This is an optimization exercise on Yosys and OpenROAD, whose aim is small area, a short achievable clock period and few clock cycles, not a production implementation. RTL that was checked went through simulation tests only; none was proved equivalent to the original. Function not checked in runs 2, 6 and 7: the RTL went through the layout flow alone. Power figures rest on the tool's default switching activity, not on a simulated workload.

==> design.v <==
`timescale 1ns/10ps
package link_pkg;
    localparam int LINK_W = 16;
    localparam int ADR_W = 24;
    localparam int MEM_DEPTH = 64;
    localparam int MEM_AW = 6;
    localparam logic HDR_MARKER = 1'b1;   
    typedef logic [LINK_W-1:0] link_word_t;
    typedef logic [ADR_W-1:0] link_adr_t;
    typedef logic [2:0] beat_cnt_t;   
    typedef enum logic [3:0] {
        CYC_SINGLE = 4'd0,
        CYC_BURST8 = 4'd1,
        CYC_BURST4 = 4'd2
    } cyc_type_e;
    typedef struct packed {
        logic [ADR_W-LINK_W-1:0] adr_hi;
        cyc_type_e cyc;
        logic we;
        logic [1:0] sel;
        logic marker;
    } link_hdr0_t;
    typedef struct packed {
        link_adr_t adr;
        logic we;
        logic [1:0] sel;
        beat_cnt_t last;
    } link_cmd_t;
    typedef struct packed {
        logic ok;
        logic err;
        link_word_t rdata;
    } link_result_t;
    function automatic beat_cnt_t cyc_last(cyc_type_e cyc);
        case (cyc)
            link_pkg::CYC_BURST8: cyc_last = 3'd7;
            link_pkg::CYC_BURST4: cyc_last = 3'd3;
            default: cyc_last = 3'd0;   
        endcase
    endfunction
endpackage
`timescale 1ns/10ps
package wb_pkg;
    localparam int WB_ADR_W = 24;
    localparam int WB_DAT_W = 16;
    typedef logic [WB_ADR_W-1:0] wb_adr_t;   
    typedef logic [WB_DAT_W-1:0] wb_dat_t;
    typedef struct packed {
        logic cyc;
        logic stb;
        logic we;
        logic [1:0] sel;
        wb_adr_t adr;
        wb_dat_t dat;
        logic burst4;
        logic burst8;   
    } wb_req_t;
endpackage
`timescale 1ns/10ps
`timescale 1ns/10ps
`timescale 1ns/10ps
`timescale 1ns/10ps
`timescale 1ns/10ps
`timescale 1ns/10ps
module link_bridge (
    input  logic        i_clk,
    input  logic        i_rst,
    input  logic        wb_cyc_i,
    input  logic        wb_stb_i,
    input  logic        wb_we_i,
    input  logic [1:0]  wb_sel_i,
    input  logic [23:0] wb_adr_i,
    input  logic [15:0] wb_dat_i,
    input  logic        wb_burst4_i,
    input  logic        wb_burst8_i,
    output logic [15:0] wb_dat_o,
    output logic        wb_ack_o,
    output logic        wb_err_o,
    output logic        link_dir_o
);
    logic [15:0] mem [64];
    logic [2:0] cnt;        
    logic [5:0] nidx_q;     
    logic       novf_q;     
    logic [15:0] rdat_q;
    logic       err_q;
    logic       beat;
    logic       first;
    logic [2:0] last;
    logic       is_last;
    logic [5:0] idx;
    logic       hi_zero;
    logic       in_range;
    logic       wr;
    logic [15:0] wdat;
    assign beat = wb_cyc_i & wb_stb_i;
    assign first = (cnt == 3'd0);
    assign last = wb_burst8_i ? 3'd7 : (wb_burst4_i ? 3'd3 : 3'd0);
    assign is_last = (cnt == last);
    assign idx = first ? wb_adr_i[5:0] : nidx_q;
    assign hi_zero = (wb_adr_i[23:6] == 18'd0);
    assign in_range = hi_zero & (first | ~novf_q);
    assign wr = beat & wb_we_i & in_range;
    always_ff @(posedge i_clk) begin
        if (i_rst) begin
            cnt <= 3'd0;
            nidx_q <= 6'd0;
            novf_q <= 1'b0;
            wb_ack_o <= 1'b0;
            err_q <= 1'b0;
            link_dir_o <= 1'b0;
        end else begin
            wb_ack_o <= beat & in_range;
            err_q <= beat & ~in_range;
            link_dir_o <= beat & ~wb_we_i & ~is_last;
            if (beat) begin
                cnt <= is_last ? 3'd0 : cnt + 3'd1;
                {novf_q, nidx_q} <= {~in_range, 6'd0} | ({1'b0, idx} + 7'd1);
            end
        end
    end
    always_ff @(posedge i_clk) begin
        rdat_q <= mem[idx];
    end
    assign wb_err_o = err_q;
    assign wb_dat_o = err_q ? 16'd0 : rdat_q;
    assign wdat = i_rst ? 16'd0 : wb_dat_i;
    always_ff @(posedge i_clk) begin
        for (int i = 0; i < 64; i++) begin
            if (i_rst || (wr && idx == 6'(i) && wb_sel_i[1])) begin
                mem[i][15:8] <= wdat[15:8];
            end
            if (i_rst || (wr && idx == 6'(i) && wb_sel_i[0])) begin
                mem[i][7:0] <= wdat[7:0];
            end
        end
    end
endmodule
==> run.sh <==
#!/bin/bash
# synth_recipe.tcl (not shown) runs the flow's synth.tcl, then flattens the netlist and writes it again
# the make line also repeats each setting of config.mk as NAME=value (left out here)
make -C /OpenROAD-flow-scripts/flow DESIGN_CONFIG=/design/flow/config.mk WORK_HOME=/design/flow/orfs CLKGATE_MAP_FILE= SYNTH_SCRIPT=/design/flow/synth_recipe.tcl finish
==> config.mk <==
export PLATFORM = sky130hd
export DESIGN_NAME = link_bridge
export DESIGN_NICKNAME = link_bridge
export VERILOG_FILES = /design/flow/design.v
export SDC_FILE = /design/flow/constraint.sdc
export NUM_CORES = 4
export LEC_CHECK = 0
export CAP_MARGIN = 20
export CORE_MARGIN = 2
export CORE_UTILIZATION = 30
export SLEW_MARGIN = 20
==> constraint.sdc <==
create_clock -name core_clock -period 6.5 [get_ports {i_clk}]
set_input_delay 1.3000 -clock core_clock [delete_from_list [all_inputs] [get_ports {i_clk}]]
set_output_delay 1.3000 -clock core_clock [all_outputs]
set_load 0.01 [all_outputs]
==> flow_summary.json, run 1 <==
{
  "ys_top_cells_by_count": "1024 x sky130_fd_sc_hd__edfxtp_1, 318 x sky130_fd_sc_hd__a22oi_1, 115 x sky130_fd_sc_hd__a21o_1, 115 x sky130_fd_sc_hd__clkbuf_1",
  "core_sq_mm": 0.133,
  "worst_slew_pin_slew_ps": 1230,
  "synthCells": 2379,
  "die_h_microns": 370,
  "crit_path_cell_trace": "clkdlybuf4s50_1, nand4b_1, o21ai_2, buf_4, nand2_1, nor2_1, nand4b_1, nor4_1, and3_1, a2111o_1",
  "arrival_ps": 5430,
  "io_pins": 68,
  "placementRows": 134,
  "worst_setup_hold_path_clk_slew_ps": 70,
  "vias": 25800,
  "insertion_delay_ps": 690,
  "pwrdens_mw_per_mm2": 328,
  "average_size_of_a_mapped_cell_sq_um": 16.9,
  "critical-path-max-stage-delay_ps": 670,
  "setup_tns_after_final_layout_ps": 0,
  "synth_sequential_area_ratio": 0.780,
  "n_antenna_cell": 0,
  "grt_antenna_before_repair": 11,
  "synth.area.top_cells": "sky130_fd_sc_hd__edfxtp_1 77%, sky130_fd_sc_hd__a22oi_1 5.9%, sky130_fd_sc_hd__a21o_1 2.1%",
  "min_period_ps": 4880,
  "drtIter0Drc": 4932,
  "synth_to_final_area_change_pct": 16.4,
  "worst_ir_drop_vdd_v": 0.000207,
  "slew_viol_final": 0,
  "grt_start_max_net_pins": 65,
  "num-nets-final": 2550,
  "endpoint_kind": "flip-flop",
  "async_flop_share": 0,
  "antenna_violating_nets_post_route": 0,
  "grt_first_pass_wirelength_microns": 201000,
  "run_status": "timing/DRC/antenna clean",
  "avgViaCountPerCell": 5.95,
  "cts_resized": 0,
  "synth.yosys.warnings": 2,
  "place_congestion": 0.953,
  "timing.max_cap.violations": 0,
  "max_slew_margin": 0.181,
  "synth.cell_area_sq_mm": 0.0402,
  "design.die.area_sq_mm": 0.137,
  "cp_data_required_time_ps": 7050,
  "setup_viol_count_final": 0,
  "tritoncts_num_sinks": 1053,
  "layout_worst_path_cycle_share": 0.751,
  "worst_path_most_repeated_cell": "sky130_fd_sc_hd__nand4b_1",
  "dpl_hpwl_microns": 93600,
  "clk_path_buf_depth": 3,
  "drt_drc_violations_left": 0,
  "yosysMostFrequentCell": "sky130_fd_sc_hd__edfxtp_1",
  "global_route.usage.total": 0.209,
  "yosys_most_used_dff": "sky130_fd_sc_hd__edfxtp_1",
  "postCtsSetupBuffers": 0,
  "post_cts_hold_buffer_count": 0,
  "netlist-cell-type-count": 74,
  "hold_vio_cnt_final": 0,
  "num_cts_buffers": 101,
  "crit_path_start_kind": "input port",
  "grt_pass1_vias": 24400,
  "cts_root_cell": "sky130_fd_sc_hd__clkbuf_16",
  "tritoncts_clock_tree": "done",
  "buf_inv_on_cp": 2,
  "post_drt_wl_per_cell_microns": 33.6,
  "worstSetupPathType": "input port to flip-flop",
  "synth_top_area_cell": "sky130_fd_sc_hd__edfxtp_1",
  "crit_family": "simple AND/OR/NAND/NOR gates",
  "synth_largest_type_area_fraction": 0.766,
  "crit_path_max_fanout": 17,
  "postSynthNetCount": 2432,
  "cts.htree.levels": 3,
  "start_util": 0.302,
  "fin_worst_skew_ps": 21.1,
  "synth_seq_cells": 1053,
  "global_route.overflow_total": 0,
  "layout-drive-gt1-share": 0.131,
  "routed_wirelength_microns": 146000,
  "detailedRoute.firstPassIterationCount": 6,
  "io_buffers": 67,
  "rsz0062_at_grt": "no",
  "total_leakage_power_nw": 15.6,
  "number_of_flops_mapped_to_enable_cells_by_yosys": 1024,
  "die_x_microns": 370,
  "worstHoldPathType": "flip-flop to flip-flop",
  "worst_hold_slack_after_final_layout_ps": 454,
  "slowest_stage": "sky130_fd_sc_hd__clkdlybuf4s50_1",
  "max_clock_freq_ghz": 0.205
}
[where the power goes]
group,internal [W],switching [W]
logic,0.000346,0.000848
registers,0.00808,0.000213
clock network,0.00334,0.00252
total,0.0118,0.00358
[kinds of logic (layout without fill, tap and decap cells)]
| group | Yosys count | after routing | synth area share |
|---|---|---|---|
| AO/OA/AOI/OAI | 760 | 760 | 0.146 |
| multiplexers | 10 | 10 | 0.00308 |
| flip-flops | 1053 | 1053 | 0.780 |
| AND/OR/NAND/NOR | 384 | 384 | 0.0513 |
| adder cells (fa/ha/maj) | 4 | 4 | 0.00125 |
| XOR/XNOR | 3 | 3 | 0.000654 |
| buffers and inverters | 165 | 357 | 0.0172 |
[state kept, by name, summed over array words and instances, names as in the netlist]
signal      count
mem          1024
err_q           1
wb_ack_o        1
cnt             3
rdat_q         16
link_dir_o      1
novf_q          1
nidx_q          6
[metrics by stage]
stage                     setup slack, ps  area [sq um]  cells  total power (W)   util
after global placement               1170         43500   4162          0.00958  0.327
after global routing                 1480         46700   4339           0.0157  0.351
after CTS                            1780         46700   4339           0.0153  0.351
after detailed placement             1080         43500   4162          0.00960  0.327
after floorplan                      2560         40200   2379          0.00891      -
final                                1620         46700   4339           0.0153  0.351
[final cells by class]
class | count | area [sq um]
multi-input cells | 1161 | 8440
clock buffers | 129 | 2770
repair buffers | 175 | 1530
flip-flops and latches | 1053 | 31300
inverters | 5 | 18.8
fillers | 12600 | 86400
clock inverters | 48 | 444
well taps | 1768 | 2210
[final timing paths]
kind	end	startpoint	slack (ps)	depth (start not counted)
worst max-delay path	rdat_q[10]	wb_adr_i[5]	1620	10
worst min-delay path	rdat_q[8]	mem[0][8]	450	1
worst max register to register	rdat_q[10]	cnt[0]	1700	15
worst min register to register	rdat_q[8]	mem[0][8]	450	1
[placed cells by master, fill, tap and decap left out, types with 6 or more instances in the layout]
| cell type | count |
|---|---|
| sky130_fd_sc_hd__a2111o_1 | 13 |
| sky130_fd_sc_hd__nor2b_1 | 21 |
| sky130_fd_sc_hd__nor3_2 | 11 |
| sky130_fd_sc_hd__clkinv_2 | 14 |
| sky130_fd_sc_hd__clkbuf_16 | 105 |
| sky130_fd_sc_hd__a22o_1 | 42 |
| sky130_fd_sc_hd__o2bb2ai_1 | 6 |
| sky130_fd_sc_hd__a21oi_1 | 40 |
| sky130_fd_sc_hd__a21o_1 | 114 |
| sky130_fd_sc_hd__a22oi_1 | 318 |
| sky130_fd_sc_hd__bufinv_16 | 9 |
| sky130_fd_sc_hd__clkbuf_1 | 19 |
| sky130_fd_sc_hd__edfxtp_1 | 1024 |
| sky130_fd_sc_hd__buf_4 | 104 |
| sky130_fd_sc_hd__nor4_1 | 12 |
| sky130_fd_sc_hd__nor3_1 | 6 |
| sky130_fd_sc_hd__nand3_1 | 41 |
| sky130_fd_sc_hd__nand2_1 | 73 |
| sky130_fd_sc_hd__clkdlybuf4s50_1 | 66 |
| sky130_fd_sc_hd__clkinv_1 | 23 |
| sky130_fd_sc_hd__dfxtp_1 | 28 |
| sky130_fd_sc_hd__o21ai_0 | 19 |
| sky130_fd_sc_hd__nand4_1 | 50 |
| sky130_fd_sc_hd__or3_1 | 8 |
| sky130_fd_sc_hd__nor2b_4 | 16 |
| sky130_fd_sc_hd__or4_1 | 17 |
| sky130_fd_sc_hd__o22ai_1 | 35 |
| sky130_fd_sc_hd__nor2_1 | 68 |
| sky130_fd_sc_hd__a211oi_1 | 11 |
| sky130_fd_sc_hd__and2_1 | 6 |
| sky130_fd_sc_hd__and3_1 | 13 |
| sky130_fd_sc_hd__a31o_2 | 16 |
| sky130_fd_sc_hd__a222oi_1 | 29 |
| sky130_fd_sc_hd__a221oi_1 | 62 |
| sky130_fd_sc_hd__nor2_2 | 6 |
[metal layers]
| layer | track usage | up-vias | part of all wire |
|---|---|---|---|
| met5 | 0 | - | 0.00017 |
| met4 | 0.0707 | 4 | 0.038 |
| met3 | 0.0501 | 339 | 0.13 |
| met2 | 0.328 | 2005 | 0.46 |
| met1 | 0.284 | 13300 | 0.38 |
| li1 | - | 10200 | - |
Testbench counts, summed over its fixed seeds: cycles 14,055.
==> run 2: changes to the inputs <==
--- a/design.v
+++ b/design.v
@@ -80,57 +80,93 @@
 );
     logic [15:0] mem [64];
-    logic [2:0] cnt;        
-    logic [5:0] nidx_q;     
-    logic       novf_q;     
-    logic [15:0] rdat_q;
-    logic       err_q;
-    logic       beat;
-    logic       first;
-    logic [2:0] last;
-    logic       is_last;
-    logic [5:0] idx;
-    logic       hi_zero;
-    logic       in_range;
-    logic       wr;
-    logic [15:0] wdat;
+    logic [2:0]  cnt;        
+    logic        rd_act;     
+    logic [5:0]  idx_q;      
+    logic        rin_q;      
+    logic        wv_q;       
+    logic [1:0]  wsel_q;
+    logic [15:0] wdat_q;
+    logic        clr_q;      
+    logic        beat;
+    logic        first;
+    logic [2:0]  last;
+    logic        is_last;
+    logic        hi_zero;
+    logic [5:0]  nidx;       
+    logic        nin;        
+    logic [63:0] word_oh;
+    logic [15:0] rdat;
     assign beat = wb_cyc_i & wb_stb_i;
     assign first = (cnt == 3'd0);
     assign last = wb_burst8_i ? 3'd7 : (wb_burst4_i ? 3'd3 : 3'd0);
     assign is_last = (cnt == last);
-    assign idx = first ? wb_adr_i[5:0] : nidx_q;
     assign hi_zero = (wb_adr_i[23:6] == 18'd0);
-    assign in_range = hi_zero & (first | ~novf_q);
-    assign wr = beat & wb_we_i & in_range;
+    assign nidx = idx_q + 6'd1;
+    assign nin = rin_q & (idx_q != 6'd63);
     always_ff @(posedge i_clk) begin
         if (i_rst) begin
             cnt <= 3'd0;
-            nidx_q <= 6'd0;
-            novf_q <= 1'b0;
+            rd_act <= 1'b0;
+            idx_q <= 6'd0;
+            rin_q <= 1'b0;
+            wv_q <= 1'b0;
+            wsel_q <= 2'b00;
+            wdat_q <= 16'd0;
+            clr_q <= 1'b1;
             wb_ack_o <= 1'b0;
-            err_q <= 1'b0;
+            wb_err_o <= 1'b0;
             link_dir_o <= 1'b0;
         end else begin
-            wb_ack_o <= beat & in_range;
-            err_q <= beat & ~in_range;
-            link_dir_o <= beat & ~wb_we_i & ~is_last;
-            if (beat) begin
+            wv_q <= 1'b0;
+            clr_q <= 1'b0;
+            wb_ack_o <= 1'b0;
+            wb_err_o <= 1'b0;
+            link_dir_o <= 1'b0;
+            if (rd_act) begin
+                wb_ack_o <= rin_q;
+                wb_err_o <= ~rin_q;
+                link_dir_o <= ~is_last;
+                idx_q <= nidx;
+                rin_q <= nin;
                 cnt <= is_last ? 3'd0 : cnt + 3'd1;
-                {novf_q, nidx_q} <= {~in_range, 6'd0} | ({1'b0, idx} + 7'd1);
+                rd_act <= ~is_last;
+            end else if (beat) begin
+                if (first) begin
+                    idx_q <= wb_adr_i[5:0];
+                    rin_q <= hi_zero;
+                end else begin
+                    idx_q <= nidx;
+                    rin_q <= nin;
+                end
+                if (wb_we_i) begin
+                    wb_ack_o <= first ? hi_zero : nin;
+                    wb_err_o <= first ? ~hi_zero : ~nin;
+                    wv_q <= 1'b1;
+                    wsel_q <= wb_sel_i;
+                    wdat_q <= wb_dat_i;
+                    cnt <= is_last ? 3'd0 : cnt + 3'd1;
+                end else begin
+                    rd_act <= 1'b1;
+                end
             end
         end
     end
+    always_comb begin
+        rdat = 16'd0;
+        for (int i = 0; i < 64; i++) begin
+            word_oh[i] = rin_q & (idx_q == 6'(i));
+            rdat = rdat | (mem[i] & {16{word_oh[i]}});
+        end
+    end
     always_ff @(posedge i_clk) begin
-        rdat_q <= mem[idx];
+        wb_dat_o <= rdat;
     end
-    assign wb_err_o = err_q;
-    assign wb_dat_o = err_q ? 16'd0 : rdat_q;
-    assign wdat = i_rst ? 16'd0 : wb_dat_i;
     always_ff @(posedge i_clk) begin
         for (int i = 0; i < 64; i++) begin
-            if (i_rst || (wr && idx == 6'(i) && wb_sel_i[1])) begin
-                mem[i][15:8] <= wdat[15:8];
+            if (clr_q || (wv_q && word_oh[i] && wsel_q[1])) begin
+                mem[i][15:8] <= wdat_q[15:8];
             end
-            if (i_rst || (wr && idx == 6'(i) && wb_sel_i[0])) begin
-                mem[i][7:0] <= wdat[7:0];
+            if (clr_q || (wv_q && word_oh[i] && wsel_q[0])) begin
+                mem[i][7:0] <= wdat_q[7:0];
             end
         end
--- a/config.mk
+++ b/config.mk
@@ -8,4 +8,7 @@
 export CAP_MARGIN = 20
 export CORE_MARGIN = 2
-export CORE_UTILIZATION = 30
+export CORE_UTILIZATION = 50
+export CTS_CLUSTER_DIAMETER = 80
+export CTS_CLUSTER_SIZE = 25
+export SETUP_SLACK_MARGIN = 3.9
 export SLEW_MARGIN = 20
==> flow_summary.json, run 2 <==
{
  "synth.area.top_cells": "sky130_fd_sc_hd__edfxtp_1 74%, sky130_fd_sc_hd__a22oi_1 4.2%, sky130_fd_sc_hd__dfxtp_1 2.4%",
  "regMostFlops": "mem",
  "setup_viol_count_final": 0,
  "most_frequent_cells_in_the_layout": "1024 x sky130_fd_sc_hd__edfxtp_1, 270 x sky130_fd_sc_hd__buf_4, 193 x sky130_fd_sc_hd__a22oi_1, 108 x sky130_fd_sc_hd__nand2_1, 84 x sky130_fd_sc_hd__a21oi_1",
  "worstSetupPathType": "flip-flop to flip-flop",
  "detailedRoute.firstPassIterationCount": 9,
  "yosys_most_used_dff": "sky130_fd_sc_hd__edfxtp_1",
  "endpoint_kind": "flip-flop",
  "reg2reg_from": "idx_q[2]",
  "total_switching_power_w": 0.00344,
  "crit_path_start_kind": "flip-flop",
  "synth_compound_area_frac": 0.133,
  "largest_reg_flops": 1024,
  "yosys.area_share.simple": 0.0631,
  "layout-drive-gt1-share": 0.289,
  "slew_viol_final": 0,
  "pwrdens_mw_per_mm2": 264,
  "clk_path_buf_depth": 3,
  "post_drt_wl_per_cell_microns": 52.9,
  "r2r.worst_path.cells": 8,
  "run_status": "timing/DRC/antenna clean",
  "sw_frac_of_total": 0.255,
  "cp_data_required_time_ps": 7040,
  "min_period_ps": 3210,
  "worst_slew_pin_slew_ps": 1070,
  "drt_drc_violations_left": 0,
  "num_cts_buffers": 51,
  "p_clk_frac": 0.292,
  "die_x_microns": 292,
  "synth-adder-area-share": 0.00180,
  "cell_internal_pwr_w": 0.0101,
  "average_size_of_a_mapped_cell_sq_um": 16.0,
  "total_leakage_power_nw": 17.4,
  "r2r_setup_slack_ps": 3290,
  "synth.yosys.warnings": 2,
  "synth_mux_area_frac": 0.0196,
  "post_layout_instance_area_sq_mm": 0.0511,
  "grt_start_max_net_pins": 79,
  "antenna_violating_nets_post_route": 0,
  "setup_tns_after_final_layout_ps": 0,
  "max_slew_margin": 0.286,
  "synth_sequential_area_ratio": 0.763,
  "synthCells": 2594,
  "sequentialPowerShare": 0.601,
  "num-nets-final": 2988,
  "timing.max_cap.violations": 0,
  "netlist-cell-type-count": 72,
  "worst_ir_drop_vdd_v": 0.000286,
  "insertion_delay_ps": 680,
  "hold_vio_cnt_final": 0,
  "hold_path.startpoint": "cnt[2]",
  "placed_instance_area_sq_mm": 0.0447,
  "design.die.area_sq_mm": 0.0855,
  "worstHoldEndpoint": "cnt[2]",
  "global_route.overflow_total": 0,
  "postSynthNetCount": 2649,
  "io_buffers": 67,
  "reg2reg_to": "wb_dat_o[1]",
  "worst_setup_hold_path_clk_slew_ps": 100,
  "cts.htree.levels": 2,
  "io_pins": 68,
  "synth_largest_type_area_fraction": 0.739,
  "number_of_flops_mapped_to_enable_cells_by_yosys": 1024,
  "hold-path-cell-count": 2,
  "vias": 31600,
  "reg_top3": "mem (1024), wb_dat_o (16), wdat_q (16)",
  "async_flop_share": 0,
  "cts_root_cell": "sky130_fd_sc_hd__clkbuf_16",
  "synth_seq_cells": 1074,
  "synth.cell_area_sq_mm": 0.0416,
  "grt_antenna_before_repair": 18,
  "tritoncts_clock_tree": "done",
  "tritoncts_num_sinks": 1074,
  "gate_power_share": 0.107,
  "placementRows": 105,
  "yosysMostFrequentCell": "sky130_fd_sc_hd__edfxtp_1",
  "synth_top_area_cell": "sky130_fd_sc_hd__edfxtp_1",
  "max_clock_freq_ghz": 0.311,
  "ys_top_cells_by_count": "1024 x sky130_fd_sc_hd__edfxtp_1, 231 x sky130_fd_sc_hd__a22oi_1, 128 x sky130_fd_sc_hd__o21bai_1, 119 x sky130_fd_sc_hd__nand2_1, 115 x sky130_fd_sc_hd__nor2_1",
  "core_sq_mm": 0.0822,
  "layout_worst_path_cycle_share": 0.494,
  "global_route.usage.total": 0.499,
  "routed_wirelength_microns": 215000,
  "grt_pass1_vias": 29100,
  "place_congestion": 1.03,
  "die_h_microns": 292,
  "synthXorXnorAreaFrac": 0,
  "crit_path_from": "idx_q[2]",
  "drtIter0Drc": 6504,
  "post_cts_hold_buffer_count": 0,
  "worstHoldPathType": "flip-flop to flip-flop",
  "avgViaCountPerCell": 7.78,
  "rsz0062_at_grt": "yes",
  "synth_to_final_area_change_pct": 22.8,
  "arrival_ps": 3750,
  "synth_top_family_by_area": "compound AO/OA/AOI/OAI gates",
  "fin_worst_skew_ps": 31.9,
  "layout_commonest_cell": "sky130_fd_sc_hd__edfxtp_1",
  "crit_path_max_fanout": 13,
  "grt_first_pass_wirelength_microns": 278000,
  "start_util": 0.506,
  "dpl_hpwl_microns": 135000
}
run 2: cell type report:
class | count | area [sq um]
fill | 6017 | 31200
inverter | 10 | 50.0
clock inverter | 12 | 108
timing repair buffer | 457 | 4800
tap | 1070 | 1340
clock buffer | 83 | 1510
sequential | 1074 | 31800
multi-input combinational | 1339 | 11400
antenna | 13 | 32.5
run 2: critical path: stages (launching register included):
cell and delay, ps:
sky130_fd_sc_hd__dfxtp_4 570, sky130_fd_sc_hd__buf_12 220, sky130_fd_sc_hd__nand4b_1 300, sky130_fd_sc_hd__nor2_2 90, sky130_fd_sc_hd__buf_6 200, sky130_fd_sc_hd__a22oi_2 660, sky130_fd_sc_hd__nand4_1 350, sky130_fd_sc_hd__nor4_4 530
sky130_fd_sc_hd__nand3_1 130
run 2: per-stage QoR:
step                       util  total power [W]  setup slack (ps)  instances  hold slack, ps
after CTS                 0.610           0.0133              3590       4005             545
after detailed placement  0.544          0.00924              2340       3745             531
after global routing      0.621           0.0137              3420       4049             603
after global placement    0.541          0.00922              2200       3734             487
after floorplan               -          0.00860              3810       2594             464
final                     0.621           0.0135              3290       4058             567
run 2: timing repair:
| item | CTS | global route |
|---|---|---|
| setup buffers | 154 | 37 |
| gates cloned | 11 | 1 |
| endpoints found under the setup margin | 1059 | 159 |
| gates resized for setup | 464 | 104 |
| pin swaps | 81 | 50 |
run 2: kinds of logic (layout without fill, tap and decap cells):
logic type | count (synthesis) | after routing
muxes | 78 | 78
AOI/OAI and AO/OA | 745 | 745
adders and majority gates | 6 | 6
buffers and inverters | 182 | 562
DFF | 1074 | 1074
other | 0 | 13
and+or+nand+nor | 509 | 510
run 2: power groups by stage:
stage	clock network, W	registers (W)	logic (W)
finish	0.00395	0.00811	0.00144
CTS	0.00389	0.00810	0.00130
floorplan	0	0.00818	0.000425
global route	0.00412	0.00813	0.00140
global placement	0	0.00826	0.000957
detailed placement	0	0.00827	0.000975
run 2: layer usage:
layer	vias up	routed length [microns]	part of all wire	global-route usage
met2	3508	87900	0.41	0.699
met4	10	24400	0.11	0.426
met3	1041	34800	0.16	0.217
met5	-	66	0.00031	0.00113
met1	15700	67300	0.31	0.590
li1	11300	-	-	-
run 2: worst max path at each step:
| stage | end | slack [ps] | depth (start not counted) |
|---|---|---|---|
| final | wb_dat_o[1] | 3290 | 8 |
| after global routing | wb_dat_o[1] | 3420 | 8 |
| after CTS | wb_dat_o[12] | 3590 | 9 |
| after detailed placement | wb_dat_o[5] | 2340 | 8 |
| after global placement | mem[43][12] | 2200 | 6 |
| after floorplan | mem[22][10] | 3810 | 9 |
==> run 3: changes to the inputs <==
--- a/design.v
+++ b/design.v
@@ -82,6 +82,6 @@
     logic [2:0]  cnt;        
     logic        rd_act;     
-    logic [5:0]  idx_q;      
-    logic        rin_q;      
+    logic [7:0]  lo_q;
+    logic [7:0]  hi_q;
     logic        wv_q;       
     logic [1:0]  wsel_q;
@@ -93,5 +93,9 @@
     logic        is_last;
     logic        hi_zero;
-    logic [5:0]  nidx;       
+    logic        rin;        
+    logic [7:0]  lo_dec;     
+    logic [7:0]  hi_dec;
+    logic [7:0]  nlo;        
+    logic [7:0]  nhi;
     logic        nin;        
     logic [63:0] word_oh;
@@ -102,12 +106,20 @@
     assign is_last = (cnt == last);
     assign hi_zero = (wb_adr_i[23:6] == 18'd0);
-    assign nidx = idx_q + 6'd1;
-    assign nin = rin_q & (idx_q != 6'd63);
+    assign rin = |hi_q;
+    assign nlo = {lo_q[6:0], lo_q[7]};
+    assign nhi = lo_q[7] ? {hi_q[6:0], 1'b0} : hi_q;
+    assign nin = |nhi;
+    always_comb begin
+        for (int j = 0; j < 8; j++) begin
+            lo_dec[j] = (wb_adr_i[2:0] == 3'(j));
+            hi_dec[j] = hi_zero & (wb_adr_i[5:3] == 3'(j));
+        end
+    end
     always_ff @(posedge i_clk) begin
         if (i_rst) begin
             cnt <= 3'd0;
             rd_act <= 1'b0;
-            idx_q <= 6'd0;
-            rin_q <= 1'b0;
+            lo_q <= 8'd0;
+            hi_q <= 8'd0;
             wv_q <= 1'b0;
             wsel_q <= 2'b00;
@@ -124,18 +136,18 @@
             link_dir_o <= 1'b0;
             if (rd_act) begin
-                wb_ack_o <= rin_q;
-                wb_err_o <= ~rin_q;
+                wb_ack_o <= rin;
+                wb_err_o <= ~rin;
                 link_dir_o <= ~is_last;
-                idx_q <= nidx;
-                rin_q <= nin;
+                lo_q <= nlo;
+                hi_q <= nhi;
                 cnt <= is_last ? 3'd0 : cnt + 3'd1;
                 rd_act <= ~is_last;
             end else if (beat) begin
                 if (first) begin
-                    idx_q <= wb_adr_i[5:0];
-                    rin_q <= hi_zero;
+                    lo_q <= lo_dec;
+                    hi_q <= hi_dec;
                 end else begin
-                    idx_q <= nidx;
-                    rin_q <= nin;
+                    lo_q <= nlo;
+                    hi_q <= nhi;
                 end
                 if (wb_we_i) begin
@@ -155,5 +167,5 @@
         rdat = 16'd0;
         for (int i = 0; i < 64; i++) begin
-            word_oh[i] = rin_q & (idx_q == 6'(i));
+            word_oh[i] = hi_q[i / 8] & lo_q[i % 8];
             rdat = rdat | (mem[i] & {16{word_oh[i]}});
         end
--- a/config.mk
+++ b/config.mk
@@ -11,4 +11,4 @@
 export CTS_CLUSTER_DIAMETER = 80
 export CTS_CLUSTER_SIZE = 25
-export SETUP_SLACK_MARGIN = 3.9
+export SETUP_SLACK_MARGIN = 4.1
 export SLEW_MARGIN = 20
==> flow_summary.json, run 3 <==
{
  "detailedRoute.firstPassIterationCount": 8,
  "die_h_microns": 290,
  "core_sq_mm": 0.0808,
  "cts_root_cell": "sky130_fd_sc_hd__clkbuf_16",
  "grt_start_max_net_pins": 66,
  "synth_top_area_cell": "sky130_fd_sc_hd__edfxtp_1",
  "die_x_microns": 290,
  "reg2reg_from": "lo_q[4]",
  "grt_pass1_vias": 25000,
  "postSynthNetCount": 2542,
  "crit_path_max_fanout": 1,
  "synth.cell_area_sq_mm": 0.0409,
  "cp_data_required_time_ps": 5200,
  "r2r.worst_path.cells": 6,
  "synth_largest_type_area_fraction": 0.751,
  "yosysMostFrequentCell": "sky130_fd_sc_hd__edfxtp_1",
  "synth.yosys.warnings": 2,
  "insertion_delay_ps": 650,
  "hold_vio_cnt_final": 0,
  "synth_seq_cells": 1083,
  "run_status": "timing/DRC/antenna clean",
  "largest_reg_flops": 1024,
  "slowest_stage": "sky130_fd_sc_hd__dfxtp_4",
  "arrival_ps": 1180,
  "io_buffers": 67,
  "synthCells": 2491,
  "routed_wirelength_microns": 145000,
  "worstHoldEndpoint": "wdat_q[7]",
  "synth_sequential_area_ratio": 0.780,
  "io_pins": 68,
  "ys_top_cells_by_count": "1024 x sky130_fd_sc_hd__edfxtp_1, 291 x sky130_fd_sc_hd__a22oi_1, 117 x sky130_fd_sc_hd__nand3_1, 114 x sky130_fd_sc_hd__a31o_2, 103 x sky130_fd_sc_hd__a21oi_1",
  "total_leakage_power_nw": 14.9,
  "regMostFlops": "mem",
  "antenna_violating_nets_post_route": 0,
  "layout_commonest_cell": "sky130_fd_sc_hd__edfxtp_1",
  "vias": 26400,
  "setup_tns_after_final_layout_ps": 0,
  "most_frequent_cells_in_the_layout": "1024 x sky130_fd_sc_hd__edfxtp_1, 289 x sky130_fd_sc_hd__a22oi_1, 115 x sky130_fd_sc_hd__nand3_1, 114 x sky130_fd_sc_hd__a31o_2, 98 x sky130_fd_sc_hd__a21oi_1",
  "reg2reg_to": "wb_dat_o[0]",
  "fin_worst_skew_ps": 22.0,
  "worstSetupPathType": "flip-flop to output pin",
  "grt_antenna_before_repair": 1,
  "reg_top3": "mem (1024), wb_dat_o (16), wdat_q (16)",
  "global_route.usage.total": 0.338,
  "grt_first_pass_wirelength_microns": 200000,
  "start_util": 0.506,
  "critical-path-max-stage-delay_ps": 410,
  "drt_drc_violations_left": 0,
  "tritoncts_num_sinks": 1083,
  "slew_viol_final": 0,
  "setup_viol_count_final": 0,
  "avgViaCountPerCell": 7.36,
  "placementRows": 104,
  "average_size_of_a_mapped_cell_sq_um": 16.4,
  "place_congestion": 0.903,
  "crit_path_start_kind": "flip-flop",
  "max_clock_freq_ghz": 0.404,
  "layout-drive-gt1-share": 0.163,
  "buf_inv_on_cp": 1,
  "timing.max_cap.violations": 0,
  "max_slew_margin": 0.310,
  "tritoncts_clock_tree": "done",
  "clk_path_buf_depth": 3,
  "netlist-cell-type-count": 53,
  "post_cts_hold_buffer_count": 0,
  "crit_path_cell_trace": "buf_6",
  "rsz0062_at_grt": "yes",
  "synth.area.top_cells": "sky130_fd_sc_hd__edfxtp_1 75%, sky130_fd_sc_hd__a22oi_1 5.3%, sky130_fd_sc_hd__dfxtp_1 2.9%",
  "design.die.area_sq_mm": 0.0841,
  "crit_family": "flip-flops",
  "hold_path.startpoint": "wdat_q[7]",
  "dpl_hpwl_microns": 78800,
  "global_route.overflow_total": 0,
  "layout_worst_path_cycle_share": 0.381,
  "pwrdens_mw_per_mm2": 283,
  "post-route-util": 0.562,
  "worst_slew_pin_slew_ps": 1030,
  "min_period_ps": 2480,
  "num_cts_buffers": 51,
  "worstHoldPathType": "flip-flop to flip-flop",
  "synth_to_final_area_change_pct": 11.0,
  "r2r_setup_slack_ps": 4030,
  "post_drt_wl_per_cell_microns": 40.4,
  "worst_setup_hold_path_clk_slew_ps": 100,
  "async_flop_share": 0,
  "num-nets-final": 2544,
  "endpoint_kind": "output pin",
  "yosys_most_used_dff": "sky130_fd_sc_hd__edfxtp_1",
  "number_of_flops_mapped_to_enable_cells_by_yosys": 1024,
  "drtIter0Drc": 4930,
  "cts.htree.levels": 2,
  "worst_ir_drop_vdd_v": 0.000276,
  "hold-path-cell-count": 2
}
==> run 3: kinds of logic after synthesis <==
group,share of synthesized area
AO/OA/AOI/OAI,0.149
flip-flops,0.780
AND/OR/NAND/NOR,0.0450
multiplexers,0.000245
adder cells (fa/ha/maj),0.000611
buffers and inverters,0.0250
==> run 3: area by class of cell <==
class                      instances  area [sq um]
clock inverter                     7          80.1
tap                             1060          1330
clock buffer                      83          1470
antenna                            3          7.51
multi-input combinational       1168          8320
timing repair buffer             172          2090
sequential                      1083         32000
inverter                          17          88.8
fill                            6234         35400
==> run 3: stage by stage <==
stage	cell area (sq um)	hold WS [ps]	power, W	instances	setup slack, ps
floorplan	40900	432	0.00865	2491	4130
global route	45400	486	0.0131	3590	4020
detailed placement	42500	446	0.00908	3452	3070
CTS	45100	460	0.0128	3575	4000
global placement	42500	441	0.00906	3452	3120
finish	45400	460	0.0129	3593	4020
==> run 3: where the power goes <==
part / switching, W / total (W) / leakage, nW / internal, W
Sequential: 0.000138 / 0.00813 / 11.1 / 0.00799
Combinational: 0.000710 / 0.000971 / 3.05 / 0.000261
Clock: 0.00217 / 0.00376 / 0.742 / 0.00158
==> run 3: layer usage <==
layer	vias up	track usage	routed length [microns]
li1	10400	-	-
met1	13400	0.449	50300
met2	2282	0.528	66900
met3	423	0.0607	17800
met4	0	0.194	9990
met5	-	0.00170	0
==> run 3: worst max path at each step <==
stage	from	to	cells past startpoint
4_1_cts	wb_dat_o[15]	wb_dat_o[15]	1
3_3_place_gp	wb_cyc_i	hi_q[1]	5
3_5_place_dp	wb_cyc_i	hi_q[1]	5
5_1_grt	lo_q[4]	wb_dat_o[0]	6
6_report	wb_dat_o[11]	wb_dat_o[11]	1
2_1_floorplan	wb_burst4_i	cnt[2]	5
==> run 3: what timing repair did <==
action                                  in CTS  in global routing
gates resized for setup                    190                 38
endpoints found under the setup margin     183                 59
pin swaps                                   11                 12
setup buffers                               24                 15
gates cloned                                 9                  0
Testbench counts of run 3, summed over its fixed seeds: cycles 15,650.
==> run 4: changes to the inputs <==
--- a/config.mk
+++ b/config.mk
@@ -11,4 +11,4 @@
 export CTS_CLUSTER_DIAMETER = 80
 export CTS_CLUSTER_SIZE = 25
-export SETUP_SLACK_MARGIN = 4.1
+export SETUP_SLACK_MARGIN = 3.9
 export SLEW_MARGIN = 20
==> flow_summary.json, run 4 <==
{
  "grt_start_max_net_pins": 95,
  "yosysMostFrequentCell": "sky130_fd_sc_hd__edfxtp_1",
  "arrival_ps": 3210,
  "post_drt_wl_per_cell_microns": 38.3,
  "synth-adder-area-share": 0.000611,
  "worst_slew_pin_slew_ps": 1090,
  "grt_antenna_before_repair": 4,
  "avgViaCountPerCell": 7.23,
  "cts.htree.levels": 2,
  "worst_setup_hold_path_clk_slew_ps": 100,
  "synth.yosys.warnings": 2,
  "start_util": 0.506,
  "setup_viol_count_final": 0,
  "synth_top_family_by_area": "compound AO/OA/AOI/OAI gates",
  "crit_path_max_fanout": 51,
  "io_buffers": 67,
  "die_h_microns": 290,
  "tritoncts_num_sinks": 1083,
  "worstSetupPathType": "flip-flop to flip-flop",
  "layout_commonest_cell": "sky130_fd_sc_hd__edfxtp_1",
  "critical-path-max-stage-delay_ps": 920,
  "io_pins": 68,
  "ys_top_cells_by_count": "1024 x sky130_fd_sc_hd__edfxtp_1, 291 x sky130_fd_sc_hd__a22oi_1, 117 x sky130_fd_sc_hd__nand3_1, 114 x sky130_fd_sc_hd__a31o_2, 103 x sky130_fd_sc_hd__a21oi_1",
  "rsz0062_at_grt": "yes",
  "max_slew_margin": 0.271,
  "post_cts_hold_buffer_count": 0,
  "post_layout_instance_area_sq_mm": 0.0446,
  "endpoint_kind": "flip-flop",
  "yosys.area_share.simple": 0.0450,
  "post-route-util": 0.552,
  "synthCells": 2491,
  "synth_seq_cells": 1083,
  "total_leakage_power_nw": 14.5,
  "fin_worst_skew_ps": 22.8,
  "postSynthNetCount": 2542,
  "global_route.overflow_total": 0,
  "buf_inv_on_cp": 1,
  "synth_compound_area_frac": 0.149,
  "grt_first_pass_wirelength_microns": 191000,
  "cp_data_required_time_ps": 7010,
  "place_congestion": 0.903,
  "crit_path_cell_trace": "buf_6, a222oi_1, o22ai_1, nor2_1, nand2_1, or3_1",
  "synth_to_final_area_change_pct": 8.94,
  "synth.cell_area_sq_mm": 0.0409,
  "placementRows": 104,
  "synth_largest_type_area_fraction": 0.751,
  "design.die.area_sq_mm": 0.0841,
  "netlist-cell-type-count": 53,
  "tot_pwr_w": 0.0127,
  "routed_wirelength_microns": 136000,
  "hold_vio_cnt_final": 0,
  "max_clock_freq_ghz": 0.370,
  "insertion_delay_ps": 640,
  "largest_reg_flops": 1024,
  "num-nets-final": 2513,
  "dpl_hpwl_microns": 78800,
  "drt_drc_violations_left": 0,
  "regMostFlops": "mem",
  "cts_root_cell": "sky130_fd_sc_hd__clkbuf_16",
  "average_size_of_a_mapped_cell_sq_um": 16.4,
  "detailedRoute.firstPassIterationCount": 6,
  "r2r_setup_slack_ps": 3800,
  "pwrdens_mw_per_mm2": 286,
  "layout_worst_path_cycle_share": 0.416,
  "crit_family": "compound AO/OA/AOI/OAI gates",
  "die_x_microns": 290,
  "setup_tns_after_final_layout_ps": 0,
  "drtIter0Drc": 4344,
  "layout-drive-gt1-share": 0.132,
  "tritoncts_clock_tree": "done",
  "synth_sequential_area_ratio": 0.780,
  "slowest_stage": "sky130_fd_sc_hd__a222oi_1",
  "vias": 25700,
  "yosys_most_used_dff": "sky130_fd_sc_hd__edfxtp_1",
  "slew_viol_final": 0,
  "timing.max_cap.violations": 0,
  "antenna_violating_nets_post_route": 0,
  "global_route.usage.total": 0.318,
  "number_of_flops_mapped_to_enable_cells_by_yosys": 1024,
  "reg_top3": "mem (1024), wb_dat_o (16), wdat_q (16)",
  "synthXorXnorAreaFrac": 0,
  "most_frequent_cells_in_the_layout": "1024 x sky130_fd_sc_hd__edfxtp_1, 290 x sky130_fd_sc_hd__a22oi_1, 116 x sky130_fd_sc_hd__nand3_1, 114 x sky130_fd_sc_hd__a31o_2, 100 x sky130_fd_sc_hd__a21oi_1",
  "core_sq_mm": 0.0808,
  "run_status": "timing/DRC/antenna clean",
  "crit_path_start_kind": "flip-flop",
  "worst_ir_drop_vdd_v": 0.000274,
  "async_flop_share": 0,
  "worstHoldPathType": "flip-flop to flip-flop",
  "synth_top_area_cell": "sky130_fd_sc_hd__edfxtp_1",
  "placed_instance_area_sq_mm": 0.0425,
  "synth_mux_area_frac": 0.000245,
  "num_cts_buffers": 51,
  "grt_pass1_vias": 24500,
  "clk_path_buf_depth": 3,
  "min_period_ps": 2700,
  "synth.area.top_cells": "sky130_fd_sc_hd__edfxtp_1 75%, sky130_fd_sc_hd__a22oi_1 5.3%, sky130_fd_sc_hd__dfxtp_1 2.9%"
}
==> run 4: kinds of logic after synthesis <==
group,Yosys count
fa+ha+maj,2
mux,1
flops,1083
compound gates,801
buf+inv,241
simple gates,363
==> run 4: path summary, 6_finish.rpt <==
check / from / end / cells after the start
setup / recovery: lo_q[4] / wb_dat_o[4] / 6
hold / removal: wdat_q[7] / wdat_q[7] / 2
setup reg to reg: lo_q[4] / wb_dat_o[4] / 6
hold reg to reg: wdat_q[7] / wdat_q[7] / 2
==> run 4: cell type report <==
class                      count  area, sq um
fill                        6326        36200
sequential                  1083        32000
multi-input combinational   1168         8140
clock buffer                  83         1470
timing repair buffer         141         1450
tap                         1060         1330
inverter                      17         88.8
clock inverter                 7         80.1
antenna                        1         2.50
==> run 4: power by group <==
part / total (W) / switching, W / internal, W
registers: 0.00814 / 0.000150 / 0.00799
clock network: 0.00375 / 0.00217 / 0.00158
logic: 0.000841 / 0.000635 / 0.000205
total: 0.0127 / 0.00296 / 0.00978
==> run 4: layer usage <==
metal,global-route usage,share of wire,vias to the layer above
met4,0.171,0.064,4
li1,-,-,10300
met5,0,0.00021,-
met2,0.506,0.47,1979
met3,0.0499,0.11,357
met1,0.426,0.36,13100
==> run 4: through the flow <==
stage / hold slack, ps / std cells / worst slack, ps
6_report: 459 / 3560 / 3800
5_1_grt: 486 / 3559 / 3870
4_1_cts: 460 / 3551 / 3840
3_5_place_dp: 446 / 3452 / 3070
3_3_place_gp: 441 / 3452 / 3120
2_1_floorplan: 432 / 2491 / 4130
==> run 4: worst reg2reg max path, delay by kind of cell, from the launching register on <==
family | cells | cell delay, ps
simple gates | 3 | 630
compound gates | 2 | 1180
buf+inv | 1 | 300
flops | 1 | 460
==> run 4: timing repair <==
item,CTS,global route
setup endpoints to repair,107,37
resized for setup,83,26
gates cloned,1,1
buffers inserted,8,7
pin swaps,6,7
==> run 5: changes to the inputs <==
==> flow/run.sh (new file) <==
#!/bin/bash
# The standard layout, with the port buffers made of plain buffers (which
# timing repair can resize) instead of delay cells.
set -euo pipefail
bash standard.sh synth > synth.log 2>&1
bash standard.sh finish 'BUFFER_PORTS_ARGS=-buffer_cell sky130_fd_sc_hd__buf_2' > layout.log 2>&1
==> standard.sh (new file) <==
#!/bin/bash
# synth_recipe.tcl (not shown) runs the flow's synth.tcl, then flattens the netlist and writes it again
# the make line also repeats each setting of config.mk as NAME=value (left out here)
make -C /OpenROAD-flow-scripts/flow DESIGN_CONFIG=/design/flow/config.mk WORK_HOME=/design/flow/orfs CLKGATE_MAP_FILE= SYNTH_SCRIPT=/design/flow/synth_recipe.tcl "${@:-finish}"
removed: run.sh
==> flow_summary.json, run 5 <==
{
  "run_status": "timing/DRC/antenna clean",
  "die_h_microns": 290,
  "design.die.area_sq_mm": 0.0841,
  "yosys_most_used_dff": "sky130_fd_sc_hd__edfxtp_1",
  "grt_first_pass_wirelength_microns": 192000,
  "dpl_hpwl_microns": 81800,
  "synth_sequential_area_ratio": 0.780,
  "crit_family": "compound AO/OA/AOI/OAI gates",
  "drt_drc_violations_left": 0,
  "largest_reg_flops": 1024,
  "max_clock_freq_ghz": 0.377,
  "worst_slew_pin_slew_ps": 997,
  "rsz0062_at_grt": "no",
  "global_route.overflow_total": 0,
  "num_cts_buffers": 51,
  "post_drt_wl_per_cell_microns": 38.7,
  "max_slew_margin": 0.335,
  "fin_worst_skew_ps": 36.3,
  "place_congestion": 0.933,
  "grt_pass1_vias": 24500,
  "worst_setup_hold_path_clk_slew_ps": 100,
  "placedCellCount": 3452,
  "vias": 25600,
  "synth.yosys.warnings": 2,
  "post_cts_hold_buffer_count": 0,
  "clk_path_buf_depth": 3,
  "detailedRoute.firstPassIterationCount": 9,
  "tot_pwr_w": 0.0127,
  "start_util": 0.506,
  "reg_top3": "mem (1024), wb_dat_o (16), wdat_q (16)",
  "worstHoldPathType": "flip-flop to flip-flop",
  "tritoncts_num_sinks": 1083,
  "timing.max_cap.violations": 0,
  "cp_data_required_time_ps": 7040,
  "worst_slack_ps": 3840,
  "setup_viol_count_final": 0,
  "ys_top_cells_by_count": "1024 x sky130_fd_sc_hd__edfxtp_1, 291 x sky130_fd_sc_hd__a22oi_1, 117 x sky130_fd_sc_hd__nand3_1, 114 x sky130_fd_sc_hd__a31o_2, 103 x sky130_fd_sc_hd__a21oi_1",
  "yosysMostFrequentCell": "sky130_fd_sc_hd__edfxtp_1",
  "synth_seq_cells": 1083,
  "io_pins": 68,
  "worst_ir_drop_vdd_v": 0.000268,
  "postSynthNetCount": 2542,
  "netlist-cell-type-count": 53,
  "crit_path_cell_trace": "buf_12, a222oi_1, o22a_1, o21ai_0, or4_1",
  "average_size_of_a_mapped_cell_sq_um": 16.4,
  "instances_no_fill": 3552,
  "setup_tns_after_final_layout_ps": 0,
  "most_frequent_cells_in_the_layout": "1024 x sky130_fd_sc_hd__edfxtp_1, 290 x sky130_fd_sc_hd__a22oi_1, 116 x sky130_fd_sc_hd__nand3_1, 114 x sky130_fd_sc_hd__a31o_2, 103 x sky130_fd_sc_hd__a21oi_1",
  "routed_wirelength_microns": 137000,
  "cts_root_cell": "sky130_fd_sc_hd__clkbuf_16",
  "io_buffers": 67,
  "async_flop_share": 0,
  "synth.cell_area_sq_mm": 0.0409,
  "synthCells": 2491,
  "layout_worst_path_cycle_share": 0.409,
  "synth_largest_type_area_fraction": 0.751,
  "core_sq_mm": 0.0808,
  "grt_antenna_before_repair": 1,
  "global_route.usage.total": 0.321,
  "slew_viol_final": 0,
  "placementRows": 104,
  "die_x_microns": 290,
  "layout_commonest_cell": "sky130_fd_sc_hd__edfxtp_1",
  "layout-drive-gt1-share": 0.147,
  "hold_vio_cnt_final": 0,
  "insertion_delay_ps": 660,
  "drtIter0Drc": 4292,
  "avgViaCountPerCell": 7.22,
  "synth_top_area_cell": "sky130_fd_sc_hd__edfxtp_1",
  "slowest_stage": "sky130_fd_sc_hd__a222oi_1",
  "num-nets-final": 2502,
  "min_period_ps": 2660,
  "worstSetupPathType": "flip-flop to flip-flop",
  "buf_inv_on_cp": 1,
  "synth.area.top_cells": "sky130_fd_sc_hd__edfxtp_1 75%, sky130_fd_sc_hd__a22oi_1 5.3%, sky130_fd_sc_hd__dfxtp_1 2.9%",
  "tritoncts_clock_tree": "done",
  "total_leakage_power_nw": 14.4,
  "synth_to_final_area_change_pct": 7.55,
  "worst_hold_slack_after_final_layout_ps": 456,
  "pwrdens_mw_per_mm2": 290,
  "endpoint_kind": "flip-flop",
  "detailedPlace.worstSlack_ps": 3400,
  "arrival_ps": 3200,
  "antenna_violating_nets_post_route": 0,
  "crit_path_max_fanout": 62,
  "grt_start_max_net_pins": 82,
  "cts.htree.levels": 2,
  "number_of_flops_mapped_to_enable_cells_by_yosys": 1024,
  "crit_path_start_kind": "flip-flop",
  "critical-path-max-stage-delay_ps": 750,
  "regMostFlops": "mem"
}
-- run 5: cell types whose count changed in the layout (fill, tap and decap cells not counted), sizes merged --
| cell | before | now |
|---|---|---|
| dlygate4sd2 | 11 | 0 |
| inv | 13 | 16 |
| clkdlybuf4s50 | 48 | 0 |
| bufbuf | 1 | 0 |
| bufinv | 0 | 2 |
| clkinv | 6 | 5 |
| nand4b | 3 | 2 |
| clkbuf | 86 | 82 |
| clkdlybuf4s15 | 5 | 0 |
| buf | 73 | 131 |
-- run 5: metrics by stage --
| step | utilization | cell area (sq um) |
|---|---|---|
| after floorplan | - | 40900 |
| after global placement | 0.522 | 42200 |
| after detailed placement | 0.522 | 42200 |
| after CTS | 0.544 | 44000 |
| after global routing | 0.545 | 44000 |
| final | 0.545 | 44000 |
-- run 5: cell type report --
type,instances,area [sq um]
Inverter,17,71.3
Clock inverter,11,136
Timing Repair Buffer,131,936
Sequential cell,1083,32000
Antenna cell,1,2.50
Fill cell,6341,36800
Tap cell,1060,1330
Clock buffer,82,1450
Multi-Input combinational cell,1167,8080
-- run 5: what timing repair did --
| item | 4_1_cts | 5_1_grt |
|---|---|---|
| cloned | 0 | 0 |
| endpoints found under the setup margin | 145 | 12 |
| gates resized for setup | 27 | 14 |
| hold endpoints to repair | 0 | 0 |
| pin swaps | 2 | 1 |
| setup buffers | 6 | 0 |
-- run 5: report_power, final --
group	switching [W]	total [W]	internal (W)	leakage (nW)
registers	0.000158	0.00815	0.00799	11.1
logic	0.000603	0.000777	0.000174	2.60
clock network	0.00218	0.00382	0.00164	0.749
-- run 5: worst paths after layout --
path              startpoint            to  slack, ps  depth (start not counted)
setup reg to reg     lo_q[3]  wb_dat_o[12]       3840                          5
hold / removal     wdat_q[7]     wdat_q[7]        460                          2
hold reg to reg    wdat_q[7]     wdat_q[7]        460                          2
setup / recovery     lo_q[3]  wb_dat_o[12]       3840                          5
-- run 5: worst reg2reg max path, cell delays in order (launching register included) --
cell and delay [ps]:
sky130_fd_sc_hd__dfxtp_4 490, sky130_fd_sc_hd__buf_12 260, sky130_fd_sc_hd__a222oi_1 820, sky130_fd_sc_hd__o22a_1 270
sky130_fd_sc_hd__o21ai_0 220, sky130_fd_sc_hd__or4_1 510
-- run 5: cell families after synthesis --
kind of cell / after synthesis / synth area share
adder cells (fa/ha/maj): 2 / 0.000611
buffers and inverters: 241 / 0.0250
AO/OA/AOI/OAI: 801 / 0.149
multiplexers: 1 / 0.000245
flip-flops: 1083 / 0.780
AND/OR/NAND/NOR: 363 / 0.0450
-- run 5: layer usage --
| metal | track usage | vias up | wire length, microns |
|---|---|---|---|
| li1 | - | 10300 | - |
| met4 | 0.162 | 2 | 8060 |
| met2 | 0.522 | 1838 | 65800 |
| met3 | 0.0401 | 299 | 13400 |
| met1 | 0.432 | 13300 | 50200 |
| met5 | 0 | - | 13 |
==> run 6: changes to the inputs <==
--- a/design.v
+++ b/design.v
@@ -84,8 +84,6 @@
     logic [7:0]  lo_q;
     logic [7:0]  hi_q;
-    logic        wv_q;       
-    logic [1:0]  wsel_q;
+    logic [1:0]  wsel_q;     
     logic [15:0] wdat_q;
-    logic        clr_q;      
     logic        beat;
     logic        first;
@@ -120,16 +118,13 @@
             cnt <= 3'd0;
             rd_act <= 1'b0;
-            lo_q <= 8'd0;
-            hi_q <= 8'd0;
-            wv_q <= 1'b0;
-            wsel_q <= 2'b00;
+            lo_q <= 8'hFF;
+            hi_q <= 8'hFF;
+            wsel_q <= 2'b11;
             wdat_q <= 16'd0;
-            clr_q <= 1'b1;
             wb_ack_o <= 1'b0;
             wb_err_o <= 1'b0;
             link_dir_o <= 1'b0;
         end else begin
-            wv_q <= 1'b0;
-            clr_q <= 1'b0;
+            wsel_q <= 2'b00;
             wb_ack_o <= 1'b0;
             wb_err_o <= 1'b0;
@@ -154,5 +149,4 @@
                     wb_ack_o <= first ? hi_zero : nin;
                     wb_err_o <= first ? ~hi_zero : ~nin;
-                    wv_q <= 1'b1;
                     wsel_q <= wb_sel_i;
                     wdat_q <= wb_dat_i;
@@ -176,8 +170,8 @@
     always_ff @(posedge i_clk) begin
         for (int i = 0; i < 64; i++) begin
-            if (clr_q || (wv_q && word_oh[i] && wsel_q[1])) begin
+            if (word_oh[i] && wsel_q[1]) begin
                 mem[i][15:8] <= wdat_q[15:8];
             end
-            if (clr_q || (wv_q && word_oh[i] && wsel_q[0])) begin
+            if (word_oh[i] && wsel_q[0]) begin
                 mem[i][7:0] <= wdat_q[7:0];
             end
--- a/config.mk
+++ b/config.mk
@@ -11,4 +11,4 @@
 export CTS_CLUSTER_DIAMETER = 80
 export CTS_CLUSTER_SIZE = 25
-export SETUP_SLACK_MARGIN = 3.9
+export SETUP_SLACK_MARGIN = 4.1
 export SLEW_MARGIN = 20
==> flow_summary.json, run 6 <==
{
  "grt_start_max_net_pins": 66,
  "ys_top_cells_by_count": "1024 x sky130_fd_sc_hd__edfxtp_1, 267 x sky130_fd_sc_hd__a22oi_1, 138 x sky130_fd_sc_hd__and3_1, 119 x sky130_fd_sc_hd__clkbuf_1, 90 x sky130_fd_sc_hd__a21oi_1",
  "synth.yosys.warnings": 2,
  "synth_largest_type_area_fraction": 0.760,
  "max_clock_freq_ghz": 0.389,
  "detailedRoute.firstPassIterationCount": 7,
  "rsz0062_at_grt": "yes",
  "grt_first_pass_wirelength_microns": 200000,
  "global_route.overflow_total": 0,
  "reg2reg_to": "wb_dat_o[0]",
  "cts.htree.levels": 2,
  "instances_no_fill": 3581,
  "endpoint_kind": "flip-flop",
  "post_layout_instance_area_sq_mm": 0.0446,
  "io_buffers": 67,
  "slew_viol_final": 0,
  "worstHoldPathType": "flip-flop to flip-flop",
  "placementRows": 104,
  "grt_antenna_before_repair": 7,
  "num_cts_buffers": 49,
  "synthCells": 2458,
  "regMostFlops": "mem",
  "multiInputGateArea_sq_mm": 0.00791,
  "avgViaCountPerCell": 7.42,
  "layout-drive-gt1-share": 0.131,
  "placed_instance_area_sq_mm": 0.0418,
  "cts_root_cell": "sky130_fd_sc_hd__clkbuf_16",
  "setup_tns_after_final_layout_ps": 0,
  "synth_sequential_area_ratio": 0.788,
  "vias": 26600,
  "placedCellCount": 3437,
  "netlist-cell-type-count": 54,
  "antenna_violating_nets_post_route": 0,
  "crit_path_start_kind": "flip-flop",
  "layout.area.seq_sq_mm": 0.0320,
  "design.die.area_sq_mm": 0.0832,
  "insertion_delay_ps": 660,
  "num-nets-final": 2529,
  "routed_wirelength_microns": 147000,
  "layout_commonest_cell": "sky130_fd_sc_hd__edfxtp_1",
  "globalRouteMet3Util": 0.119,
  "layout_worst_path_cycle_share": 0.396,
  "setup_viol_count_final": 0,
  "grt_pass1_vias": 24600,
  "reg2reg_from": "lo_q[0]",
  "crit_path_from": "lo_q[0]",
  "synth.cell_area_sq_mm": 0.0405,
  "worst_setup_hold_path_clk_slew_ps": 100,
  "r2r_setup_slack_ps": 3930,
  "reg_top3": "mem (1024), wb_dat_o (16), wdat_q (16)",
  "pwrdens_mw_per_mm2": 329,
  "largest_reg_flops": 1024,
  "yosysMostFrequentCell": "sky130_fd_sc_hd__edfxtp_1",
  "postSynthNetCount": 2509,
  "synth_seq_cells": 1081,
  "die_h_microns": 289,
  "cp_data_required_time_ps": 6990,
  "drtIter0Drc": 5791,
  "hold_vio_cnt_final": 0,
  "global_route.peak_usage_layer": "met1",
  "worst_hold_slack_after_final_layout_ps": 457,
  "number_of_flops_mapped_to_enable_cells_by_yosys": 1024,
  "timing.max_cap.violations": 0,
  "crit_path_end": "wb_dat_o[0]",
  "worst_slew_pin_slew_ps": 1100,
  "die_x_microns": 289,
  "number_of_fill_cells": 6242,
  "tritoncts_clock_tree": "done",
  "worst_ir_drop_vdd_v": 0.000266,
  "post_cts_hold_buffer_count": 0,
  "worstSetupPathType": "flip-flop to flip-flop",
  "core_sq_mm": 0.0803,
  "yosys_most_used_dff": "sky130_fd_sc_hd__edfxtp_1",
  "min_period_ps": 2570,
  "tot_pwr_w": 0.0147,
  "met2_usage": 0.495,
  "fin_worst_skew_ps": 30.4,
  "start_util": 0.504,
  "average_size_of_a_mapped_cell_sq_um": 16.5,
  "synth.area.top_cells": "sky130_fd_sc_hd__edfxtp_1 76%, sky130_fd_sc_hd__a22oi_1 5.0%, sky130_fd_sc_hd__dfxtp_1 2.8%",
  "tritoncts_num_sinks": 1081,
  "async_flop_share": 0,
  "post_drt_wl_per_cell_microns": 41.1,
  "max_slew_margin": 0.263,
  "most_frequent_cells_in_the_layout": "1024 x sky130_fd_sc_hd__edfxtp_1, 260 x sky130_fd_sc_hd__a22oi_1, 134 x sky130_fd_sc_hd__and3_1, 88 x sky130_fd_sc_hd__a21oi_1, 84 x sky130_fd_sc_hd__nand3_1",
  "place_congestion": 0.968,
  "r2r.worst_path.cells": 6,
  "global_route.usage.met1": 0.510,
  "clk_path_buf_depth": 3,
  "synth_top_area_cell": "sky130_fd_sc_hd__edfxtp_1",
  "io_pins": 68,
  "total_leakage_power_nw": 15.4,
  "synth_to_final_area_change_pct": 10.2,
  "crit_path_max_fanout": 37,
  "arrival_ps": 3060,
  "drt_drc_violations_left": 0,
  "global_route.usage.total": 0.348,
  "run_status": "timing/DRC/antenna clean",
  "dpl_hpwl_microns": 84500
}
## run 6: changes by cell type after synthesis, sizes merged, moves of 14 or more
cell / before / now
and3: 10 / 138
a31o: 114 / 0
buf: 134 / 88
nand3: 117 / 84
clkbuf: 90 / 119
a22oi: 291 / 267
a21o: 17 / 1
a32oi: 28 / 42
## run 6: worst min path at each step
stage	slack (ps)	depth (start not counted)	end	startpoint
3_5_place_dp	450	2	wdat_q[6]	wdat_q[6]
2_1_floorplan	470	2	wb_dat_o[5]	mem[9][5]
3_3_place_gp	440	2	wdat_q[14]	wdat_q[14]
4_1_cts	460	2	wdat_q[6]	wdat_q[6]
6_report	460	2	wdat_q[6]	wdat_q[6]
5_1_grt	480	2	wdat_q[14]	wdat_q[14]
## run 6: what timing repair did
item	in CTS	in global routing
pin swaps	12	11
cloned	4	1
setup endpoints to repair	418	69
setup buffers	21	24
gates resized for setup	111	37
## run 6: layer usage
layer | share of wire | up-vias
li1 | - | 10200
met1 | 0.37 | 13500
met2 | 0.42 | 2558
met3 | 0.17 | 331
met4 | 0.038 | 6
met5 | 0.00031 | -
## run 6: cell type report
| cell class | instances | share of cell area |
|---|---|---|
| Multi-Input combinational cell | 1150 | 0.177 |
| Antenna cell | 2 | 0.000112 |
| Clock buffer | 88 | 0.0324 |
| Clock inverter | 4 | 0.00112 |
| Timing Repair Buffer | 176 | 0.0392 |
| Inverter | 20 | 0.00233 |
| Sequential cell | 1081 | 0.718 |
| Tap cell | 1060 | 0.0297 |
## run 6: kinds of logic (layout without fill, tap and decap cells)
family,after synthesis,after routing,share of synthesized area
flip-flops,1081,1081,0.788
multiplexers,3,3,0.000742
buffers and inverters,227,288,0.0226
other,0,2,0
adder cells (fa/ha/maj),2,2,0.000618
AND/OR/NAND/NOR,466,466,0.0626
AO/OA/AOI/OAI,679,679,0.125
## run 6: power by group
part           switching [W]  internal (W)  leakage, nW
registers           0.000250       0.00833         10.8
logic                0.00179      0.000578         3.89
clock network        0.00216       0.00157        0.716
## run 6: metrics by stage
step           setup slack [ps]  utilization
2_1_floorplan              4110            -
3_3_place_gp               3090        0.521
3_5_place_dp               3150        0.521
4_1_cts                    4010        0.550
5_1_grt                    3970        0.555
6_report                   3930        0.556
## run 6: worst max-delay path, cell delays in order, from the launching register on
cell                        delay [ps]
sky130_fd_sc_hd__dfxtp_4           400
sky130_fd_sc_hd__buf_12            200
sky130_fd_sc_hd__a222oi_1          650
sky130_fd_sc_hd__o2111ai_1         160
sky130_fd_sc_hd__or3_1             380
sky130_fd_sc_hd__nor4_4            390
sky130_fd_sc_hd__o2111ai_1         190
==> run 7: changes to the inputs <==
==> run.sh (new file) <==
#!/bin/bash
# synth_recipe.tcl (not shown) runs the flow's synth.tcl, then flattens the netlist and writes it again
# the make line also repeats each setting of config.mk as NAME=value (left out here)
make -C /OpenROAD-flow-scripts/flow DESIGN_CONFIG=/design/flow/config.mk WORK_HOME=/design/flow/orfs CLKGATE_MAP_FILE= SYNTH_SCRIPT=/design/flow/synth_recipe.tcl finish
removed: flow/run.sh
removed: standard.sh
==> flow_summary.json, run 7 <==
{
  "layout-drive-gt1-share": 0.122,
  "post_layout_instance_area_sq_mm": 0.0452,
  "layout.area.seq_sq_mm": 0.0320,
  "start_util": 0.504,
  "core_sq_mm": 0.0803,
  "synth_top_family_by_area": "compound AO/OA/AOI/OAI gates",
  "insertion_delay_ps": 650,
  "max_clock_freq_ghz": 0.394,
  "tritoncts_clock_tree": "done",
  "drtIter0Drc": 5413,
  "setup_tns_after_final_layout_ps": 0,
  "number_of_fill_cells": 6157,
  "largest_reg_flops": 1024,
  "crit_path_max_fanout": 24,
  "tot_pwr_w": 0.0146,
  "synthCells": 2458,
  "design.die.area_sq_mm": 0.0832,
  "setup_viol_count_final": 0,
  "global_route.overflow_total": 0,
  "arrival_ps": 3020,
  "pwrdens_mw_per_mm2": 323,
  "rsz0062_at_grt": "yes",
  "multiInputGateArea_sq_mm": 0.00800,
  "tritoncts_num_sinks": 1081,
  "num-nets-final": 2542,
  "yosys_most_used_dff": "sky130_fd_sc_hd__edfxtp_1",
  "io_buffers": 67,
  "antenna_violating_nets_post_route": 0,
  "endpoint_kind": "flip-flop",
  "hold_path.startpoint": "wdat_q[8]",
  "worstSetupPathType": "flip-flop to flip-flop",
  "synth_compound_area_frac": 0.125,
  "cts_root_cell": "sky130_fd_sc_hd__clkbuf_16",
  "global_route.usage.total": 0.339,
  "place_congestion": 0.884,
  "total_leakage_power_nw": 15.5,
  "synth.yosys.warnings": 2,
  "die_h_microns": 289,
  "io_pins": 68,
  "fin_worst_skew_ps": 30.5,
  "synth_top_area_cell": "sky130_fd_sc_hd__edfxtp_1",
  "cts.htree.levels": 2,
  "synth_seq_cells": 1081,
  "number_of_flops_mapped_to_enable_cells_by_yosys": 1024,
  "synth.cell_area_sq_mm": 0.0405,
  "placementRows": 104,
  "regMostFlops": "mem",
  "run_status": "timing/DRC/antenna clean",
  "layout_worst_path_cycle_share": 0.391,
  "vias": 26500,
  "synth-adder-area-share": 0.000618,
  "yosysMostFrequentCell": "sky130_fd_sc_hd__edfxtp_1",
  "average_size_of_a_mapped_cell_sq_um": 16.5,
  "routed_wirelength_microns": 146000,
  "drt_drc_violations_left": 0,
  "hold-path-cell-count": 0,
  "placed_instance_area_sq_mm": 0.0422,
  "reg_top3": "mem (1024), wb_dat_o (16), wdat_q (16)",
  "r2r.worst_path.cells": 5,
  "grt_antenna_before_repair": 3,
  "worst_setup_hold_path_clk_slew_ps": 100,
  "post_drt_wl_per_cell_microns": 40.6,
  "yosys.area_share.simple": 0.0626,
  "cp_data_required_time_ps": 6990,
  "timing.max_cap.violations": 0,
  "avgViaCountPerCell": 7.37,
  "synth_to_final_area_change_pct": 11.6,
  "synth_mux_area_frac": 0.000742,
  "die_x_microns": 289,
  "max_slew_margin": 0.337,
  "synth_largest_type_area_fraction": 0.760
}
-- run 7: cell counts after synthesis --
No cell type changed its count.
-- run 7: cell type report --
class,count,area share
inverter,20,0.00202
antenna,3,0.000166
multi-input combinational,1150,0.177
sequential,1081,0.709
tap,1060,0.0294
clock inverter,2,0.000388
clock buffer,86,0.0307
timing repair buffer,189,0.0516
-- run 7: report_power, final --
group	switching [W]	internal (W)	leakage [nW]
clock network	0.00212	0.00147	0.668
logic	0.00178	0.000636	4.10
registers	0.000242	0.00833	10.8
-- run 7: path summary, 6_finish.rpt --
| check | slack [ps] | endpoint |
|---|---|---|
| worst max-delay path | 3960 | wb_dat_o[2] |
| worst min-delay path | 450 | mem[12][8] |
| worst max register to register | 3960 | wb_dat_o[2] |
| worst min register to register | 450 | mem[12][8] |
-- run 7: through the flow --
step                      hold WS [ps]  setup WS [ps]
after global routing               466           3980
after detailed placement           428           2980
after floorplan                    469           4110
final                              446           3960
after CTS                          450           3890
after global placement             425           3050
-- run 7: repair_timing --
action,in CTS,in global routing
pin swaps,6,23
cloned,4,8
hold buffers,0,0
gates resized for setup,190,68
setup buffers,18,35
setup endpoints to repair,491,59
-- run 7: worst max-delay path, stage by stage (launching register included) --
cell and delay (ps):
sky130_fd_sc_hd__dfxtp_4 480, sky130_fd_sc_hd__inv_1 100, sky130_fd_sc_hd__buf_4 480, sky130_fd_sc_hd__o22ai_2 230
sky130_fd_sc_hd__or3_4 450, sky130_fd_sc_hd__or4b_4 620
-- run 7: cell families after synthesis --
family | Yosys count
flops | 1081
compound gates | 679
simple gates | 466
buf+inv | 227
mux | 3
fa+ha+maj | 2
-- run 7: metal layers --
layer,global-route usage,wire [microns]
met5,0,32
met4,0.0927,4610
met3,0.117,24600
met2,0.487,62800
met1,0.494,53600

[port drivers added, routing unchanged]
The results above use ideal ports. As a check the final layouts listed here were re-extracted and re-timed, cells and wires unchanged.
Step 1, drivers: a clkbuf_16 drives i_clk and a buf_2 each remaining input, both assumed.
Step 2 also shifts input and output timing later by t, the mid clock arrival at the registers, as if the neighbouring blocks saw the same clock.
Slacks: no drivers / after step 1 / after step 2; pairs: no drivers / after step 1.
| run | shift t [ns] | setup WS [ns] |
|---|---|---|
| run 1 | 0.749 | 1.617 / 1.645 / 0.896 |
| run 2 | 0.739 | 3.286 / 3.286 / 3.286 |
| run 3 | 0.706 | 4.023 / 3.957 / 3.517 |
| run 4 | 0.705 | 3.797 / 3.797 / 3.364 |
| run 5 | 0.707 | 3.844 / 3.844 / 3.543 |
| run 6 | 0.714 | 3.927 / 3.927 / 3.628 |
| run 7 | 0.702 | 3.962 / 3.962 / 3.487 |
After both steps every run listed still meets setup and hold.
